What follows belongs to an exercise in optimizing a design on an open flow for small area and a short achievable clock period; a production flow would make more cautious choices.
At most, simulation tests tie the RTL to the original design; equivalence was not proved.
Power is estimated from default activity; no workload was simulated.

==> sierra <==
## ex_stage_top
module ex_stage_top (
    input  logic         clk,
    input  logic         rst,
    input  logic         stall_i,
    input  logic         flush_i,
    input  logic [250:0] id_to_ex_i,
    output logic [140:0] ex_to_mem_o,
    output logic [69:0]  bypass_o,
    output logic [64:0]  redirect_o,
    output logic [137:0] dmem_req_o,
    output logic         stall_load_o
);
    logic        valid;
    logic [3:0]  alu_op;
    logic        word;
    logic [1:0]  src1_sel;
    logic [2:0]  src2_sel;
    logic [3:0]  br_op;
    logic        mem_en, mem_we, load_unsigned, rf_we, sel_rf_res;
    logic [1:0]  mem_size;
    logic [4:0]  rf_waddr;
    logic [63:0] pc, rs1, rs2;
    logic [31:0] inst;
    assign valid         = id_to_ex_i[250];
    assign alu_op        = id_to_ex_i[249:246];
    assign word          = id_to_ex_i[245];
    assign src1_sel      = id_to_ex_i[244:243];
    assign src2_sel      = id_to_ex_i[242:240];
    assign br_op         = id_to_ex_i[239:236];
    assign mem_en        = id_to_ex_i[235];
    assign mem_we        = id_to_ex_i[234];
    assign mem_size      = id_to_ex_i[233:232];
  ...
clock: 9.0 ns
lec_check: 0
cap_margin: 20
core_margin: 2
core_utilization: 40
setup_slack_margin: 4.4
slew_margin: 20
run.sh (not shown) runs the stock make flow with config.mk's settings and CLKGATE_MAP_FILE= SYNTH_SCRIPT=/design/flow/synth_recipe.tcl, a recipe that flattens the netlist after the stock synthesis.
==> delta (differences from sierra) <==
SETUP_SLACK_MARGIN = 0.4   (was 4.4)
==> garnet (differences from sierra) <==
--- a/flow/design.v
+++ b/flow/design.v
@@ -142,10 +142,35 @@
         end
     end
     assign c_o  = G[S][W-1:0];
     assign co_o = G[S][W];
 endmodule
+module ex_cmp #(
+    parameter int W = 64
+) (
+    input  logic [W-1:0] a_i,
+    input  logic [W-1:0] b_i,
+    output logic         eq_o,
+    output logic         lt_o
+);
+    localparam int L = $clog2(W);
+    logic [L:0][W-1:0] E, T;
+    always_comb begin
+        E    = '0;
+        T    = '0;
+        E[0] = ~(a_i ^ b_i);
+        T[0] = ~a_i & b_i;
+        for (int l = 0; l < L; l++) begin
+            for (int i = 0; i < (W >> (l + 1)); i++) begin
+                E[l+1][i] = E[l][2*i+1] & E[l][2*i];
+                T[l+1][i] = T[l][2*i+1] | (E[l][2*i+1] & T[l][2*i]);
+            end
+        end
+    end
+    assign eq_o = E[L][0];
+    assign lt_o = T[L][0];
+endmodule
 `timescale 1ns/1ps
 module ex_stage_top (
     input  logic         clk,
     input  logic         rst,
     input  logic         stall_i,
@@ -241,25 +266,24 @@
     end
     assign sr = $signed({fill, sin}) >>> sh;
     always_comb begin
         for (int i = 0; i < 64; i++) srev[i] = sr[63-i];
     end
-    logic [63:0] raw, res;
+    logic [63:0] raw;
+    logic        ltbit;
+    assign ltbit = (op_slt & lt) | (op_sltu & ltu);
     always_comb begin
         raw = ({64{op_add | op_sub}} & sum)
-            | {63'b0, (op_slt & lt) | (op_sltu & ltu)}
             | ({64{op_xor}} & p)
             | ({64{op_or}}  & (p | g))
             | ({64{op_and}} & g)
             | ({64{op_sll}} & srev)
             | ({64{op_srl | op_sra}} & sr);
     end
-    assign res = word ? {{32{raw[31]}}, raw[31:0]} : raw;
     logic        eq, blt_u, blt_s, cond, taken;
     logic [63:0] tbase, timm, target;
-    assign eq    = rs1 == rs2;
-    assign blt_u = rs1 < rs2;
+    ex_cmp #(.W(64)) br_cmp (.a_i (rs1), .b_i (rs2), .eq_o (eq), .lt_o (blt_u));
     assign blt_s = blt_u ^ rs1[63] ^ rs2[63];
     always_comb begin
         case (br_op)
             4'd1, 4'd2: cond = 1'b1;
             4'd3:       cond = eq;
@@ -278,57 +302,46 @@
             4'd1:    timm = {{44{inst[31]}}, inst[19:12], inst[20], inst[30:21], 1'b0};
             4'd2:    timm = {{52{inst[31]}}, inst[31:20]};
             default: timm = {{52{inst[31]}}, inst[7], inst[30:25], inst[11:8], 1'b0};
         endcase
     end
-    assign target = tbase + timm;
+    logic [63:0] tcy;
+    logic        tco;
+    ex_prefix #(.W(64), .KIND(0)) tgt_pfx (
+        .g_i (tbase & timm), .p_i (tbase ^ timm), .c_i (1'b0), .c_o (tcy), .co_o (tco));
+    assign target = tbase ^ timm ^ tcy;
     logic [63:0] wdata;
     always_comb begin
         case (mem_size)
             2'd0:    wdata = {56'b0, rs2[7:0]};
             2'd1:    wdata = {48'b0, rs2[15:0]};
             2'd2:    wdata = {32'b0, rs2[31:0]};
             default: wdata = rs2;
         endcase
         if (!(valid & mem_en & mem_we)) wdata = '0;
     end
+    localparam int QW = 1 + 1 + 1 + 2 + 1 + 1 + 5 + 1 + 64 + 64 + 1 + 1 + 1 + 64 + 64;
+    logic          clr, hold, load;
+    logic [QW-1:0] d, q;
+    assign clr  = rst | flush_i;
+    assign hold = stall_i & ~clr;
+    assign load = ~stall_i & ~clr;
+    assign d = {valid, mem_en, mem_we, mem_size, load_unsigned, rf_we, rf_waddr, sel_rf_res,
+                pc, raw, ltbit, word, taken,
+                {target[63:1], target[0] & (br_op != 4'd2)} & {64{taken}},
+                wdata};
+    always_ff @(posedge clk) begin
+        q <= (q & {QW{hold}}) | (d & {QW{load}});
+    end
     logic        valid_q, mem_en_q, mem_we_q, load_unsigned_q, rf_we_q, sel_rf_res_q;
     logic [1:0]  mem_size_q;
     logic [4:0]  rf_waddr_q;
-    logic [63:0] pc_q, res_q, target_q, wdata_q;
-    logic        taken_q;
-    always_ff @(posedge clk) begin
-        if (rst | flush_i) begin
-            valid_q         <= 1'b0;
-            mem_en_q        <= 1'b0;
-            mem_we_q        <= 1'b0;
-            mem_size_q      <= '0;
-            load_unsigned_q <= 1'b0;
-            rf_we_q         <= 1'b0;
-            rf_waddr_q      <= '0;
-            sel_rf_res_q    <= 1'b0;
-            pc_q            <= '0;
-            res_q           <= '0;
-            taken_q         <= 1'b0;
-            target_q        <= '0;
-            wdata_q         <= '0;
-        end else if (!stall_i) begin
-            valid_q         <= valid;
-            mem_en_q        <= mem_en;
-            mem_we_q        <= mem_we;
-            mem_size_q      <= mem_size;
-            load_unsigned_q <= load_unsigned;
-            rf_we_q         <= rf_we;
-            rf_waddr_q      <= rf_waddr;
-            sel_rf_res_q    <= sel_rf_res;
-            pc_q            <= pc;
-            res_q           <= res;
-            taken_q         <= taken;
-            target_q        <= taken ? {target[63:1], target[0] & (br_op != 4'd2)} : 64'd0;
-            wdata_q         <= wdata;
-        end
-    end
+    logic [63:0] pc_q, raw_q, target_q, wdata_q, res_q;
+    logic        ltbit_q, word_q, taken_q;
+    assign {valid_q, mem_en_q, mem_we_q, mem_size_q, load_unsigned_q, rf_we_q, rf_waddr_q,
+            sel_rf_res_q, pc_q, raw_q, ltbit_q, word_q, taken_q, target_q, wdata_q} = q;
+    assign res_q = {word_q ? {32{raw_q[31]}} : raw_q[63:32], raw_q[31:1], raw_q[0] | ltbit_q};
     logic       en_q;
     logic [7:0] sel_q;
     assign en_q = valid_q & mem_en_q;
     always_comb begin
         case (mem_size_q)
==> flow/flow/run.sh (new file) <==
#!/bin/bash
set -euo pipefail
cd "$(dirname "$0")/.."
bash standard.sh "BUFFER_PORTS_ARGS=-buffer_cell sky130_fd_sc_hd__buf_2" finish > standard.log 2>&1
==> flow/standard.sh (new file) <==
#!/bin/bash
# synth_recipe.tcl (not shown) runs the flow's synth.tcl, then flattens the netlist and writes it again
# the make line also repeats each setting of config.mk as NAME=value (left out here)
make -C /OpenROAD-flow-scripts/flow DESIGN_CONFIG=/design/flow/config.mk WORK_HOME=/design/flow/orfs CLKGATE_MAP_FILE= SYNTH_SCRIPT=/design/flow/synth_recipe.tcl "${@:-finish}"
SETUP_SLACK_MARGIN = 0.4   (was 4.4)
removed: flow/run.sh
==> impl_metrics.tcl <==
set metrics [dict create \
    viasPerCell 5.98 \
    status "finished clean" \
    worst_pin_slew_ps 1120 \
    core_mm2 0.0777 \
    ys_ff_latch 272 \
    met1_usage_pct 46.9 \
    crit_path_start "id_to_ex_i[241]" \
    cts_resized 0 \
    grtUsageMet2_pct 47.6 \
    p_comb_share_pct 44.9 \
    fp.dieW_um 285 \
    worstHoldStart "q[128]" \
    clk_pin_slew_ps 60 \
    power.leakage_nw 16.7 \
    dp_worst_setup_slack_ps 1110 \
]
The numbers above come from garnet.

==> impl_metrics.tcl <==
set metrics [dict create \
    status "finished clean" \
    dp_worst_setup_slack_ps 816 \
    cts_resized 0 \
    hold_viol_final 0 \
    worstHoldStart "target_q[60]" \
    crit_path_start "id_to_ex_i[246]" \
    power.leakage_nw 16.2 \
    worst_pin_slew_ps 1210 \
    ys_ff_latch 270 \
    met1_usage_pct 48.0 \
    synth_top_cell_area_share_pct 17.2 \
    grtUsageMet2_pct 62.4 \
    layout.cells.non_filler 5580 \
    multi_input_area_share_pct 58.6 \
    fp.dieW_um 284 \
]
The numbers above come from delta.

==> impl_metrics.tcl <==
set metrics [dict create \
    status "finished clean" \
    cts-hold-fix-buffers 0 \
    clk_pin_slew_ps 60 \
    dp_worst_setup_slack_ps 1020 \
    crit_path_start "id_to_ex_i[243]" \
    hpwlAfterDp_um 123000 \
    slowest_stage "mux2i_1" \
    slowest_delay_ps 500 \
    yosysUniqueCellTypes 86 \
    core_mm2 0.0776 \
    met1_usage_pct 50.1 \
    p_comb_share_pct 50.2 \
    grtUsageMet2_pct 57.7 \
    worst_pin_slew_ps 1280 \
    viasPerCell 6.13 \
    power.leakage_nw 18.1 \
    fp.dieW_um 284 \
]
The numbers above come from sierra.

No run of this note included a check of the RTL's function; only the layout flow was run.

---

==> trial 51: inputs <==
Another version of the RTL of ex_stage_top (not shown whole).
export LEC_CHECK = 0
export ABC_AREA = 1
export CAP_MARGIN = 20
export CORE_MARGIN = 2
export CORE_UTILIZATION = 40
export SETUP_SLACK_MARGIN = 4.4
export SLEW_MARGIN = 20
create_clock -name core_clock -period 9.0 [get_ports {clk}]
standard.sh (not shown) runs the stock make flow with config.mk's settings and CLKGATE_MAP_FILE= SYNTH_SCRIPT=/design/flow/synth_recipe.tcl, a recipe that flattens the netlist after the stock synthesis.
==> flow/flow/run.sh <==
#!/bin/bash
set -euo pipefail
cd "$(dirname "$0")/.."
bash standard.sh "BUFFER_PORTS_ARGS=-buffer_cell sky130_fd_sc_hd__buf_2" finish > standard.log 2>&1
==> trial 92: changes against trial 51 <==
--- a/flow/design.v
+++ b/flow/design.v
@@ -250,29 +250,18 @@
     assign op_sltu = alu_op == 4'd4;
     assign op_xor  = alu_op == 4'd5;
     assign op_srl  = alu_op == 4'd6;
     assign op_sra  = alu_op == 4'd7;
     assign op_or   = alu_op == 4'd8;
     assign op_and  = alu_op == 4'd9;
-    logic        inv;
-    logic [63:0] bb, p, g;
-    logic [63:0] sum;
-    logic        c32, c64;
-    logic        lt, ltu;
-    assign inv    = op_sub | op_slt | op_sltu;
-    assign bb     = b ^ {64{inv}};
-    assign p      = a ^ b;
-    assign g      = a & b;
-    logic [63:0] cy;
-    ex_prefix #(.W(64), .KIND(0)) add_pfx (
-        .g_i (a & bb), .p_i (a ^ bb), .c_i (inv), .c_o (cy), .co_o (c64));
-    assign c32 = cy[32];
-    assign sum = a ^ bb ^ cy;
-    assign ltu    = word ? ~c32 : ~c64;
-    assign lt     = word ? ((a[31] ^ b[31]) ? a[31] : sum[31])
-                         : ((a[63] ^ b[63]) ? a[63] : sum[63]);
+    logic        arith, inv;
+    logic [63:0] p, g;
+    assign arith = op_add | op_sub | op_slt | op_sltu;
+    assign inv   = op_sub | op_slt | op_sltu;
+    assign p     = a ^ b;
+    assign g     = a & b;
     logic        left, fill;
     logic [5:0]  sh;
     logic [63:0] x, sin, sr, srev;
     assign left = op_sll;
     assign sh   = {b[5] & ~word, b[4:0]};
     assign x    = word ? {{32{op_sra & a[31]}}, a[31:0]} : a;
@@ -281,22 +270,21 @@
         for (int i = 0; i < 64; i++) sin[i] = left ? a[63-i] : x[i];
     end
     assign sr = $signed({fill, sin}) >>> sh;
     always_comb begin
         for (int i = 0; i < 64; i++) srev[i] = sr[63-i];
     end
-    logic [63:0] raw;
-    logic        ltbit;
-    assign ltbit = (op_slt & lt) | (op_sltu & ltu);
+    logic [63:0] opa, opb;
     always_comb begin
-        raw = ({64{op_add | op_sub}} & sum)
+        opa = ({64{arith}}  & a)
             | ({64{op_xor}} & p)
             | ({64{op_or}}  & (p | g))
             | ({64{op_and}} & g)
             | ({64{op_sll}} & srev)
             | ({64{op_srl | op_sra}} & sr);
+        opb = {64{arith}} & (b ^ {64{inv}});
     end
     logic        eq, blt_u, blt_s, cond, taken;
     logic [63:0] tbase, timm, target;
     ex_cmp #(.W(64)) br_cmp (.a_i (rs1), .b_i (rs2), .eq_o (eq), .lt_o (blt_u));
     assign blt_s = blt_u ^ rs1[63] ^ rs2[63];
     always_comb begin
@@ -332,33 +320,44 @@
             2'd1:    wdata = {48'b0, rs2[15:0]};
             2'd2:    wdata = {32'b0, rs2[31:0]};
             default: wdata = rs2;
         endcase
         if (!(valid & mem_en & mem_we)) wdata = '0;
     end
-    localparam int QW = 1 + 1 + 1 + 2 + 1 + 1 + 5 + 1 + 64 + 64 + 1 + 1 + 1 + 64 + 64;
+    localparam int QW = 1 + 1 + 1 + 2 + 1 + 1 + 5 + 1 + 64 + 64 + 64 + 1 + 1 + 1 + 1 + 1 + 64 + 64;
     logic          clr, hold, load;
     logic [QW-1:0] d, q;
     assign clr  = rst | flush_i;
     assign hold = stall_i & ~clr;
     assign load = ~stall_i & ~clr;
     assign d = {valid, mem_en, mem_we, mem_size, load_unsigned, rf_we, rf_waddr, sel_rf_res,
-                pc, raw, ltbit, word, taken,
+                pc, opa, opb, inv, op_slt, op_sltu, word, taken,
                 {target[63:1], target[0] & (br_op != 4'd2)} & {64{taken}},
                 wdata};
     always_ff @(posedge clk) begin
         q <= (q & {QW{hold}}) | (d & {QW{load}});
     end
     logic        valid_q, mem_en_q, mem_we_q, load_unsigned_q, rf_we_q, sel_rf_res_q;
     logic [1:0]  mem_size_q;
     logic [4:0]  rf_waddr_q;
-    logic [63:0] pc_q, raw_q, target_q, wdata_q, res_q;
-    logic        ltbit_q, word_q, taken_q;
+    logic [63:0] pc_q, opa_q, opb_q, target_q, wdata_q, res_q;
+    logic        cin_q, slt_q, sltu_q, word_q, taken_q;
     assign {valid_q, mem_en_q, mem_we_q, mem_size_q, load_unsigned_q, rf_we_q, rf_waddr_q,
-            sel_rf_res_q, pc_q, raw_q, ltbit_q, word_q, taken_q, target_q, wdata_q} = q;
-    assign res_q = {word_q ? {32{raw_q[31]}} : raw_q[63:32], raw_q[31:1], raw_q[0] | ltbit_q};
+            sel_rf_res_q, pc_q, opa_q, opb_q, cin_q, slt_q, sltu_q, word_q, taken_q,
+            target_q, wdata_q} = q;
+    logic [63:0] cy, sum, raw;
+    logic        c64, lt, ltu, ltbit;
+    ex_prefix #(.W(64), .KIND(0)) add_pfx (
+        .g_i (opa_q & opb_q), .p_i (opa_q ^ opb_q), .c_i (cin_q), .c_o (cy), .co_o (c64));
+    assign sum   = opa_q ^ opb_q ^ cy;
+    assign ltu   = word_q ? ~cy[32] : ~c64;
+    assign lt    = word_q ? ((opa_q[31] ^ opb_q[31]) ? sum[31] : opa_q[31])
+                          : ((opa_q[63] ^ opb_q[63]) ? sum[63] : opa_q[63]);
+    assign ltbit = (slt_q & lt) | (sltu_q & ltu);
+    assign raw   = {sum[63:1] & {63{~(slt_q | sltu_q)}}, (sum[0] & ~(slt_q | sltu_q)) | ltbit};
+    assign res_q = {word_q ? {32{raw[31]}} : raw[63:32], raw[31:0]};
     logic       en_q;
     logic [7:0] sel_q;
     assign en_q = valid_q & mem_en_q;
     always_comb begin
         case (mem_size_q)
             2'd0:    sel_q = 8'h01;
--- a/flow/config.mk
+++ b/flow/config.mk
@@ -6,8 +6,9 @@
 export NUM_CORES = 4
 export LEC_CHECK = 0
 export ABC_AREA = 1
 export CAP_MARGIN = 20
 export CORE_MARGIN = 2
 export CORE_UTILIZATION = 40
-export SETUP_SLACK_MARGIN = 4.4
+export SETUP_SLACK_MARGIN = 4.3
 export SLEW_MARGIN = 20
+export SYNTH_HIERARCHICAL = 1
==> summary.md <==
| Metric | Value |
|---|---|
| CTS-repair resized insts | `195` |
| Sw power | `around 0.0021 W` |
| Comb_multi_in | `4152` |
| First-pass GRT wire length | `228 mm` |
| Worst setup path end | `dmem_req_o[130]` |
| Largest net degree at the start of global routing | `about 150` |
| Initial DRC Count | `slightly below 4000` |
| Power Density | `approximately 130 nW/um^2` |
| Antenna violations before repair | `13` |
| Leakage | `21.0 nW` |
| Post-Syn Area per Cell | `6.15 um^2` |
| CP max stage delay | `between 0.3 and 0.4 ns` |
| Non-clock inverters | `519` |
| Syn. warnings | `9` |
| Slew headroom | `24.4%` |
| Routed wl met3 | `~13 mm` |
| Clock network area share | `3.30%` |
| Filler instances | `around 8800` |
| Internal power | `0.00307 W` |
| Combinational power | `0.00190 W` |
| Drt first pass iters | `7` |
| Status | `finished clean` |
The numbers above come from trial 92.

==> summary.md <==
| Metric | Value |
|---|---|
| Status | `finished clean` |
| Antenna violations before repair | `18` |
| Internal power | `0.00296 W` |
| Largest net degree at the start of global routing | `165` |
| Sw power | `0.00236 W` |
| Routed wl met3 | `between 15 and 20 mm` |
| Clock network area share | `approximately 2.8%` |
| Worst setup path end | `q[163]$_DFF_P_` |
| CP max stage delay | `0.40 ns` |
| Drt first pass iters | `9` |
| First-pass GRT wire length | `234 mm` |
The numbers above come from trial 51.

## re-timing with driven ports
In the flow no input, the clock included, has a driving cell. The finished layouts below were timed again as built, in two steps. Step 1 assumes that a clkbuf_16 drives the clock port and a buf_2 every other input. Step 2 adds t to the input delays and takes it off the output delays; t is the mean of the earliest and latest rising clock arrival at the registers after step 1. Input paths then give back, and output paths get back, about the clock's delay inside the block. Slacks: ideal / step 1 / step 2; pairs: ideal / step 1.
run | t (ns) | slack for setup (ns) | worst setup path after step 2 | clock arrival spread, ns
sierra | 0.653 | 2.788 / 2.724 / 2.071 | input to register | 0.032 / 0.032
delta | 0.637 | 1.173 / 1.215 / 0.579 | input to register | 0.033 / 0.033
garnet | 0.676 | 1.328 / 1.348 / 0.672 | input to register | 0.028 / 0.028
trial 51 | 0.641 | 3.290 / 3.268 / 2.627 | input to register | 0.033 / 0.032
trial 92 | 0.653 | 4.289 / 4.222 / 3.711 | input to register | 0.029 / 0.029
After both steps every run listed still meets setup and hold. The setup slack of sierra, which loses most, moves by -0.064 ns with the drivers and by -0.717 ns with both steps.
